This design comes from an exercise in tuning for small area and a short achievable clock period on the open sky130 flow, not from production work.
In this exercise RTL edits were held to simulation tests only and were not proved equivalent to the original.
Power is estimated from default activity; no workload was simulated.

===== flow/design.v =====
package sd_proto_pkg;
    typedef enum logic [7:0] {
        CMD0   = 8'h40,
        CMD1   = 8'h41,
        CMD8   = 8'h48,
        CMD16  = 8'h50,
        CMD17  = 8'h51,
        ACMD41 = 8'h69,
        CMD55  = 8'h77,
        CMD58  = 8'h7A
    } sd_cmd_e;
    typedef enum logic [7:0] {
        R1_OK      = 8'h00,
        R1_IDLE    = 8'h01,
        R1_ILLEGAL = 8'h04,
        R1_PARAM   = 8'h40
    } sd_r1_e;
    typedef struct packed {
        logic       valid;
        logic [7:0] data;
    } sd_rx_byte_t;
    typedef struct packed {
        logic [19:0] rsvd;
        logic [3:0]  volt;
        logic [7:0]  check;
    } sd_if_cond_t;
    typedef union packed {
        logic [31:0] lba;
        sd_if_cond_t if_cond;
    } sd_arg_u;
    typedef struct packed {
        logic [7:0] cmd;
        sd_arg_u    arg;
    } sd_cmd_frame_t;
    typedef struct packed {
        logic            start;
        sd_r1_e          r1;
        logic [3:0][7:0] extra;
        logic [2:0]      extra_cnt;
        logic            is_read;
    } sd_tx_job_t;
endpackage
package sd_host_pkg;
    typedef struct packed {
        logic        rd;
        logic [31:0] lba;
    } host_req_t;
    typedef struct packed {
        logic                  we;
        logic [9-1:0] addr;
        logic [7:0]            data;
    } host_buf_wr_t;
endpackage
`timescale 1ns/1ps
module sd_spi_rx (
    input  logic                      clk_sys,
    input  logic                      card_is_reset,
    input  logic                      sd_cs,
    input  logic                      sd_sck,
    input  logic                      sd_sdi,
    input  logic                      tx_done,
    output sd_proto_pkg::sd_rx_byte_t rx_byte,
    output logic                      sck_fall
);
    logic       sck_q;
    logic       sck_rise;
    logic       synced;
    logic [2:0] bit_cnt;
    logic [6:0] sbuf;
    always_ff @(posedge clk_sys) begin
        sck_q <= sd_sck;
    end
    assign sck_rise = sd_sck & ~sck_q;
    assign sck_fall = sck_q & ~sd_sck;
    always_ff @(posedge clk_sys) begin
        rx_byte.valid <= 1'b0;
        if (card_is_reset || sd_cs || tx_done) begin
            synced  <= 1'b0;
            bit_cnt <= 3'd0;
        end else if (sck_rise) begin
            if (!synced) begin
                if (!sd_sdi) begin
                    synced  <= 1'b1;
                    bit_cnt <= 3'd1;
                    sbuf    <= 7'd0;
                end
            end else begin
                sbuf    <= {sbuf[5:0], sd_sdi};
                bit_cnt <= bit_cnt + 3'd1;
                if (bit_cnt == 3'd7) begin
                    rx_byte.valid <= 1'b1;
                    rx_byte.data  <= {sbuf, sd_sdi};
                end
            end
        end
    end
endmodule
`timescale 1ns/1ps
module sd_cmd_engine (
    input  logic                      clk_sys,
    input  logic                      card_is_reset,
    input  sd_proto_pkg::sd_rx_byte_t rx_byte,
    input  logic                      sdhc,
    input  logic                      tx_done,
    input  logic                      sd_ack,
    output sd_proto_pkg::sd_tx_job_t  tx_job,
    output logic                      data_ready,
    output sd_host_pkg::host_req_t    host_req
);
    sd_proto_pkg::sd_cmd_frame_t frame;
    sd_proto_pkg::sd_tx_job_t    job_d;
    logic [2:0]    frame_cnt;
    logic          busy;
    logic          go_idle_seen;
    logic          cmd55;
    logic          issue;
    logic          ack_q;
    logic          rd_pending;
    logic [31:0]   ocr;
    assign ocr = {1'b1, sdhc, 6'h00, 8'hFF, 8'h80, 8'h00};
    assign issue = rx_byte.valid && !busy && (frame_cnt == 3'd5);
    always_comb begin
        job_d       = '0;
        job_d.start = 1'b1;
        job_d.r1    = sd_proto_pkg::R1_ILLEGAL;
        if (frame.cmd == sd_proto_pkg::CMD0) begin
            job_d.r1 = sd_proto_pkg::R1_IDLE;
        end else if (go_idle_seen) begin
            case (frame.cmd)
                sd_proto_pkg::CMD1:  job_d.r1 = sd_proto_pkg::R1_OK;
                sd_proto_pkg::CMD8: begin
                    job_d.r1        = sd_proto_pkg::R1_IDLE;
                    job_d.extra     = {8'h00, 8'h00, {4'h0, frame.arg.if_cond.volt},
                                       frame.arg.if_cond.check};
                    job_d.extra_cnt = 3'd4;
                end
                sd_proto_pkg::CMD16: begin
                    if (frame.arg.lba == 32'(512)) begin
                        job_d.r1 = sd_proto_pkg::R1_OK;
                    end else begin
                        job_d.r1 = sd_proto_pkg::R1_PARAM;
                    end
                end
                sd_proto_pkg::CMD17: begin
                    job_d.r1      = sd_proto_pkg::R1_OK;
                    job_d.is_read = 1'b1;
                end
                sd_proto_pkg::ACMD41: begin
                    if (cmd55) begin
                        job_d.r1 = sd_proto_pkg::R1_OK;
                    end
                end
                sd_proto_pkg::CMD55: job_d.r1 = sd_proto_pkg::R1_IDLE;
                sd_proto_pkg::CMD58: begin
                    job_d.r1        = sd_proto_pkg::R1_OK;
                    job_d.extra     = ocr;
                    job_d.extra_cnt = 3'd4;
                end
                default: job_d.r1 = sd_proto_pkg::R1_ILLEGAL;
            endcase
        end
    end
    always_ff @(posedge clk_sys) begin
        tx_job.start <= 1'b0;
        if (card_is_reset) begin
            frame_cnt    <= 3'd0;
            busy         <= 1'b0;
            go_idle_seen <= 1'b0;
            cmd55        <= 1'b0;
        end else begin
            if (tx_done) begin
                busy <= 1'b0;
            end
            if (issue) begin
                tx_job    <= job_d;
                frame_cnt <= 3'd0;
                busy      <= 1'b1;
                cmd55     <= (frame.cmd == sd_proto_pkg::CMD55);
                if (frame.cmd == sd_proto_pkg::CMD0) begin
                    go_idle_seen <= 1'b1;
                end
            end else if (rx_byte.valid && !busy) begin
                if (frame_cnt == 3'd0) begin
                    if (rx_byte.data[7:6] == 2'b01) begin
                        frame.cmd <= rx_byte.data;
                        frame_cnt <= 3'd1;
                    end
                end else begin
                    frame.arg.lba <= {frame.arg.lba[23:0], rx_byte.data};
                    frame_cnt     <= frame_cnt + 3'd1;
                end
            end
        end
    end
    always_ff @(posedge clk_sys) begin
        if (card_is_reset) begin
            host_req.rd <= 1'b0;
            rd_pending  <= 1'b0;
            data_ready  <= 1'b0;
            ack_q       <= 1'b0;
        end else begin
            ack_q <= sd_ack;
            if (issue && job_d.is_read) begin
                host_req.rd  <= 1'b1;
                host_req.lba <= sdhc ? frame.arg.lba : {9'd0, frame.arg.lba[31:9]};
                rd_pending   <= 1'b1;
            end else if (host_req.rd && sd_ack) begin
                host_req.rd <= 1'b0;
            end
            if (rd_pending && ack_q && !sd_ack) begin
                data_ready <= 1'b1;
                rd_pending <= 1'b0;
            end
            if (tx_done) begin
                data_ready <= 1'b0;
                rd_pending <= 1'b0;
            end
        end
    end
endmodule
`timescale 1ns/1ps
module sd_spi_tx (
    input  logic                      clk_sys,
    input  logic                      card_is_reset,
    input  logic                      sd_cs,
    input  logic                      sck_fall,
    input  sd_proto_pkg::sd_rx_byte_t rx_byte,
    input  sd_proto_pkg::sd_tx_job_t  tx_job,
    input  logic                      data_ready,
    input  logic [7:0]                buf_rdata,
    output logic [9-1:0]     buf_raddr,
    output logic                      sd_sdo,
    output logic                      tx_done
);
    typedef enum logic [3:0] {
        PH_IDLE, PH_NCR, PH_R1, PH_EXTRA, PH_WAIT, PH_TOKEN, PH_DATA, PH_CRC, PH_DONE
    } tx_phase_e;
    tx_phase_e  phase;
    tx_phase_e  nxt_phase;
    sd_proto_pkg::sd_tx_job_t job;
    logic [9:0] cnt;
    logic [9:0] nxt_cnt;
    logic [7:0] nxt_byte;
    logic [7:0] sh;
    logic       slot_start;
    assign buf_raddr = cnt[9-1:0];
    always_comb begin
        nxt_byte  = 8'hFF;
        nxt_phase = phase;
        nxt_cnt   = cnt + 10'd1;
        case (phase)
            PH_NCR: begin
                if (cnt == 10'(2 - 1)) begin
                    nxt_phase = PH_R1;
                end
            end
            PH_R1: begin
                nxt_byte = job.r1;
                nxt_cnt  = 10'd0;
                if (job.extra_cnt != 3'd0) begin
                    nxt_phase = PH_EXTRA;
                end else begin
                    nxt_phase = job.is_read ? PH_WAIT : PH_DONE;
                end
            end
            PH_EXTRA: begin
                nxt_byte = job.extra[2'd3 - cnt[1:0]];
                if (cnt[2:0] == job.extra_cnt - 3'd1) begin
                    nxt_phase = job.is_read ? PH_WAIT : PH_DONE;
                end
            end
            PH_WAIT: begin
                if (data_ready) begin
                    nxt_phase = PH_TOKEN;
                end
            end
            PH_TOKEN: begin
                nxt_byte  = 8'hFE;
                nxt_cnt   = 10'd0;
                nxt_phase = PH_DATA;
            end
            PH_DATA: begin
                nxt_byte = buf_rdata;
                if (cnt == 10'(512 - 1)) begin
                    nxt_cnt   = 10'd0;
                    nxt_phase = PH_CRC;
                end
            end
            PH_CRC: begin
                if (cnt == 10'd1) begin
                    nxt_phase = PH_DONE;
                end
            end
            default: nxt_cnt = cnt;
        endcase
    end
    always_ff @(posedge clk_sys) begin
        tx_done <= 1'b0;
        if (card_is_reset) begin
            phase      <= PH_IDLE;
            cnt        <= 10'd0;
            slot_start <= 1'b0;
            sh         <= 8'hFF;
            sd_sdo     <= 1'b1;
        end else if (sd_cs) begin
            phase      <= PH_IDLE;
            slot_start <= 1'b0;
            sd_sdo     <= 1'b1;
            tx_done    <= (phase != PH_IDLE);
        end else begin
            if (tx_job.start) begin
                job   <= tx_job;
                phase <= PH_NCR;
                cnt   <= 10'd0;
            end
            if (rx_byte.valid) begin
                slot_start <= 1'b1;
                if (phase == PH_DONE) begin
                    phase   <= PH_IDLE;
                    tx_done <= 1'b1;
                end
            end
            if (sck_fall) begin
                if (slot_start) begin
                    slot_start <= 1'b0;
                    sd_sdo     <= nxt_byte[7];
                    sh         <= {nxt_byte[6:0], 1'b1};
                    phase      <= nxt_phase;
                    cnt        <= nxt_cnt;
                end else begin
                    sd_sdo <= sh[7];
                    sh     <= {sh[6:0], 1'b1};
                end
            end
        end
    end
endmodule
`timescale 1ns/1ps
module sd_sector_buffer (
    input  logic                      clk_sys,
    input  sd_host_pkg::host_buf_wr_t host_wr,
    input  logic [9-1:0]     raddr,
    output logic [7:0]                rdata
);
    logic [7:0] mem [0:512-1];
    always_ff @(posedge clk_sys) begin
        if (host_wr.we) begin
            mem[host_wr.addr] <= host_wr.data;
        end
    end
    always_ff @(posedge clk_sys) begin
        rdata <= mem[raddr];
    end
endmodule
`timescale 1ns/1ps
module sd_card_top (
    input  logic                      clk_sys,
    input  logic                      card_is_reset,
    input  logic                      sd_cs,
    input  logic                      sd_sck,
    input  logic                      sd_sdi,
    input  logic                      sdhc,
    input  logic                      sd_ack,
    input  logic                      host_wr_we,
    input  logic [9-1:0]     host_wr_addr,
    input  logic [7:0]                host_wr_data,
    output logic                      sd_sdo,
    output logic                      host_req_rd,
    output logic [31:0]               host_req_lba
);
    sd_host_pkg::host_buf_wr_t host_wr;
    sd_host_pkg::host_req_t    host_req;
    assign host_wr      = {host_wr_we, host_wr_addr, host_wr_data};
    assign host_req_rd  = host_req.rd;
    assign host_req_lba = host_req.lba;
    sd_proto_pkg::sd_rx_byte_t rx_byte;
    sd_proto_pkg::sd_tx_job_t  tx_job;
    sd_host_pkg::host_buf_wr_t buf_wr;
    logic                  sck_fall;
    logic                  data_ready;
    logic                  tx_done;
    logic [9-1:0] buf_raddr;
    logic [7:0]            buf_rdata;
    always_comb begin
        buf_wr    = host_wr;
        buf_wr.we = host_wr.we & sd_ack;
    end
    sd_spi_rx rx_i (
        .clk_sys       (clk_sys),
        .card_is_reset (card_is_reset),
        .sd_cs         (sd_cs),
        .sd_sck        (sd_sck),
        .sd_sdi        (sd_sdi),
        .tx_done       (tx_done),
        .rx_byte       (rx_byte),
        .sck_fall      (sck_fall)
    );
    sd_cmd_engine engine_i (
        .clk_sys       (clk_sys),
        .card_is_reset (card_is_reset),
        .rx_byte       (rx_byte),
        .sdhc          (sdhc),
        .tx_done       (tx_done),
        .sd_ack        (sd_ack),
        .tx_job        (tx_job),
        .data_ready    (data_ready),
        .host_req      (host_req)
    );
    sd_spi_tx tx_i (
        .clk_sys       (clk_sys),
        .card_is_reset (card_is_reset),
        .sd_cs         (sd_cs),
        .sck_fall      (sck_fall),
        .rx_byte       (rx_byte),
        .tx_job        (tx_job),
        .data_ready    (data_ready),
        .buf_rdata     (buf_rdata),
        .buf_raddr     (buf_raddr),
        .sd_sdo        (sd_sdo),
        .tx_done       (tx_done)
    );
    sd_sector_buffer buf_i (
        .clk_sys (clk_sys),
        .host_wr (buf_wr),
        .raddr   (buf_raddr),
        .rdata   (buf_rdata)
    );
endmodule

===== flow/run.sh =====
#!/bin/bash
# synth_recipe.tcl (not shown) runs the flow's synth.tcl, then flattens the netlist and writes it again
# the make line also repeats each setting of config.mk as NAME=value (left out here)
make -C /OpenROAD-flow-scripts/flow DESIGN_CONFIG=/design/flow/config.mk WORK_HOME=/design/flow/orfs CLKGATE_MAP_FILE= SYNTH_SCRIPT=/design/flow/synth_recipe.tcl finish

===== flow/config.mk =====
export PLATFORM = sky130hd
export DESIGN_NAME = sd_card_top
export DESIGN_NICKNAME = sd_card_top
export VERILOG_FILES = /design/flow/design.v
export SDC_FILE = /design/flow/constraint.sdc
export NUM_CORES = 4
export LEC_CHECK = 0
export CAP_MARGIN = 20
export CORE_MARGIN = 2
export CORE_UTILIZATION = 45
export SLEW_MARGIN = 20

===== flow/constraint.sdc =====
create_clock -name core_clock -period 5.0 [get_ports {clk_sys}]
set_input_delay 1.0000 -clock core_clock [delete_from_list [all_inputs] [get_ports {clk_sys}]]
set_output_delay 1.0000 -clock core_clock [all_outputs]
set_load 0.01 [all_outputs]

==> run summary <==
==> layer usage <==
layer / vias to the layer above / GRT usage (%)
li1: 33900 / -
met1: 45500 / 35.4
met2: 4630 / 40.2
met3: 785 / 4.81
met4: 14 / 8.44
met5: - / 0
==> synth_stat cells (25+ instances only) <==
cell type | number | area, µm²
a221oi_1 | 89 | 780
o22ai_1 | 41 | 257
buf_2 | 128 | 641
nand3_1 | 46 | 230
a21oi_1 | 105 | 526
buf_12 | 25 | 500
dfxtp_1 | 49 | 981
nor2_1 | 612 | 2300
edfxtp_1 | 4221 | 127000
mux2i_1 | 361 | 3610
o21ai_0 | 110 | 551
nand2_1 | 164 | 616
a22oi_1 | 77 | 578
mux4_2 | 983 | 22100
mux2_2 | 42 | 473
buf_6 | 50 | 563
buf_1 | 29 | 109
and2_1 | 37 | 231
a31oi_1 | 31 | 194
clkbuf_1 | 198 | 743
mux4_1 | 26 | 683
buf_8 | 32 | 480
nor3_1 | 46 | 230
==> power by group <==
part / switching (mW) / leakage (nW) / internal, mW
clock network: 13.6 / 6.82 / 18.4
logic: 0.787 / 12.6 / 0.122
registers: 0.00852 / 38.3 / 39.3
total: 14.4 / 57.8 / 57.8
==> sequential cells by signal, summed over array words and instances (netlist names), 3 cells and up <==
signal and flops:
buf_i.mem 4096, engine_i.frame 40, engine_i.host_req 33, engine_i.tx_job 20, tx_i.job 19, tx_i.cnt 10, rx_i.rx_byte 9, buf_i.rdata 8
rx_i.sbuf 7, tx_i.sh 7, tx_i.phase 4, engine_i.frame_cnt 3, rx_i.bit_cnt 3
==> cell usage in the layout (no fill, tap or decap), drive strengths merged, types with 9 or more instances in the layout <==
cell,synthesis,final
o31ai,10,10
o21ai,116,116
nand4,11,11
nand3,46,46
a221oi,94,94
o22ai,41,41
buf,286,503
bufinv,0,46
a221o,18,18
and2,37,37
mux2,42,42
edfxtp,4221,4221
clkinv,4,190
nand2b,23,23
or2,16,16
inv,15,31
clkinvlp,0,15
nor3,46,46
a211oi,18,18
nor4,16,16
o221ai,11,11
nor2,612,612
nand2,164,164
a22oi,77,77
mux2i,361,361
or3,10,10
nor3b,9,9
clkdlybuf4s50,0,50
a21oi,105,105
o211ai,19,19
dfxtp,49,49
a211o,9,9
mux4,1009,1009
clkbuf,198,517
a31oi,31,31
nor2b,24,24
==> stage by stage <==
step                hold slack (ns)  instance area (µm²)  utilization [%]  worst slack (ns)
global route                  0.426               190000             51.4             0.174
detailed placement            0.405               176000             47.6             0.307
floorplan                     0.400               167000                -             0.928
finish                        0.420               190000             51.4             0.201
CTS                           0.401               190000             51.4             0.381
global placement              0.404               176000             47.6             0.352
==> worst max path at each step <==
stage	slack, ns	cells past startpoint	to
CTS	0.38	11	buf_i.rdata[2]
floorplan	0.93	3	engine_i.host_req[0]
global route	0.17	11	buf_i.rdata[2]
finish	0.20	11	buf_i.rdata[2]
detailed placement	0.31	5	buf_i.mem[321][2]
global placement	0.35	5	buf_i.mem[257][6]
==> logic make-up after synthesis <==
kind of cell	share of synthesized area [%]
buf+inv	1.96
flops	76.5
compound gates	2.66
xor+xnor	0.0157
fa+ha+maj	0.0525
simple gates	2.69
mux	16.1
==> final cells by class <==
type                       instances  area [µm²]
fill                           28700      180000
sequential                      4270      128000
multi-input combinational       3095       36200
clock buffer                     517       11300
tap                             4950        6190
timing repair buffer             553        5450
clock inverter                   263        2610
inverter                          19        93.8
antenna                            8        20.0
==> results.cfg <==
[global_route]
grt_pass1_wl_um = 667000
grt_max_degree = 144
overflow = 0
track_usage_pct = 25.3
grt_pass1_vias = 84400
antenna_found_initial = 31

[worst_setup_path]
r2r-end = buf_i.rdata[2]
slowest_delay_ns = 0.98
r2r_setup_slack_ns = 0.20
path_buf_inv = 4
crit_family = compound AO/OA/AOI/OAI gates
cp_max_fo = 29
path_cells = buf_12 -> buf_4 -> buf_4 -> mux2i_1 -> a221oi_1 -> o311ai_1 -> a21oi_1 -> o41ai_1 -> buf_4 -> nand4_1 -> o211a_1
crit_arrival_ns = 5.65
cp-end-kind = flop
cpMostUsedCell = buf_4
worstRegToRegCells = 11
cp_slowest_cell = o41ai_1
cp.required_ns = 5.86
critical_path_class = flop to flop
start_kind = flop
crit_start = tx_i.cnt[0]
r2r_start = tx_i.cnt[0]

[timing]
slew_violations = 0
finalCritPeriodShare_pct = 96.0
final-hold-violation-count = 0
tightest_slew_ns = 1.19
rsz0062_at_grt = false
finalClockSkew_ns = 0.0581
setup-tns-final_ns = 0
fin_crit_ns = 4.80
fmax_mhz = 208
setup_viol = 0
slew_headroom_pct = 19.8

[power_and_ir_drop]
power_density_mw_per_mm2 = 381
irDropWorstVdd_v = 0.000339
p_total_mw = 72.2
leakagePower_nw = 57.8

[yosys]
synth_edf_count = 4221
yosys_warnings = 5
async_reset_ff_share_pct = 0
yosysUniqueCellTypes = 81
ys_seq_area_share_pct = 76.5
synthCells = 7868
synth.avg_cell_area_um2 = 21.2
synth_area_mm2 = 0.167
syn-num-nets = 7900
synth_top_flop_cell = edfxtp_1
ys_ff_latch = 4270

[drt]
ant_nets = 0
drc = 0
post_drt_wl_per_cell_um = 34.9
top_layer = met5
met1Wirelength_um = 186000
drt_iter0_drc = 12100
route.met2.wl_um = 227000
drtPass1Iterations = 6
vias = 84800
vias_per_cell = 6.20
wl_um = 477000
wl_met3_um = 46300

[clock_network]
clk_latency_ns = 0.99
post_cts_resized = 0
clock-sinks = 4270
cts_hold_buffers = 0
cts_inserted_buffers = 427
path_clk_slew_ns = 0.06
root_buffer = clkbuf_16
htreeDepth = 5
post_cts.repair.setup_buffers = 0
cts_tree = yes
clock_path_buffers = 4

[placement]
dp.cells = 12900
dp_hpwl_um = 293000
io_buffers = 58
gp_congestion = 0.865

[floorplanning]
start_util_pct = 45.2
io_pins = 59
die_x_um = 613
die_h_um = 613
coreArea_mm2 = 0.369
num_rows = 223
die_area_mm2 = 0.376

[worst_hold_path]
hp-start = engine_i.tx_job[34]
whs_path_depth = 0
hp-class = flop to flop
min_to = tx_i.job[34]

[run]
maxCapViolations = 0

[layout]
drive_gt1_share_pct = 25.5
fin_cells = 13700
nets = 8398
syn_to_final_growth_pct = 13.6

[status]
status = timing/DRC/antenna clean

## separate check: timing with driven ports
No port has a modelled driver above. Below, the same layout with a new extraction and two added sets of constraints.
Step 1 sets driving cells, clkbuf_16 on the clock port and buf_2 on the other inputs (assumed; they add their load-dependent delay and slew).
Step 2 moves the port delays by t, midway between the first and last clock arrival at a register: inputs arrive t later, outputs are due t later. That takes back most of the time a late clock gives input paths.
a / b / c = ideal / step 1 / step 2; a / b = the first two.
t, ns: 1.073
setup slack, ns: 0.201 / 0.201 / 0.201
worst setup path at the end: register to register
worst data-port slew with drivers (ns): 0.12
After both steps this run still meets setup and hold. The setup slack of this run moves by 0.000 ns with the drivers and by 0.000 ns with both steps.
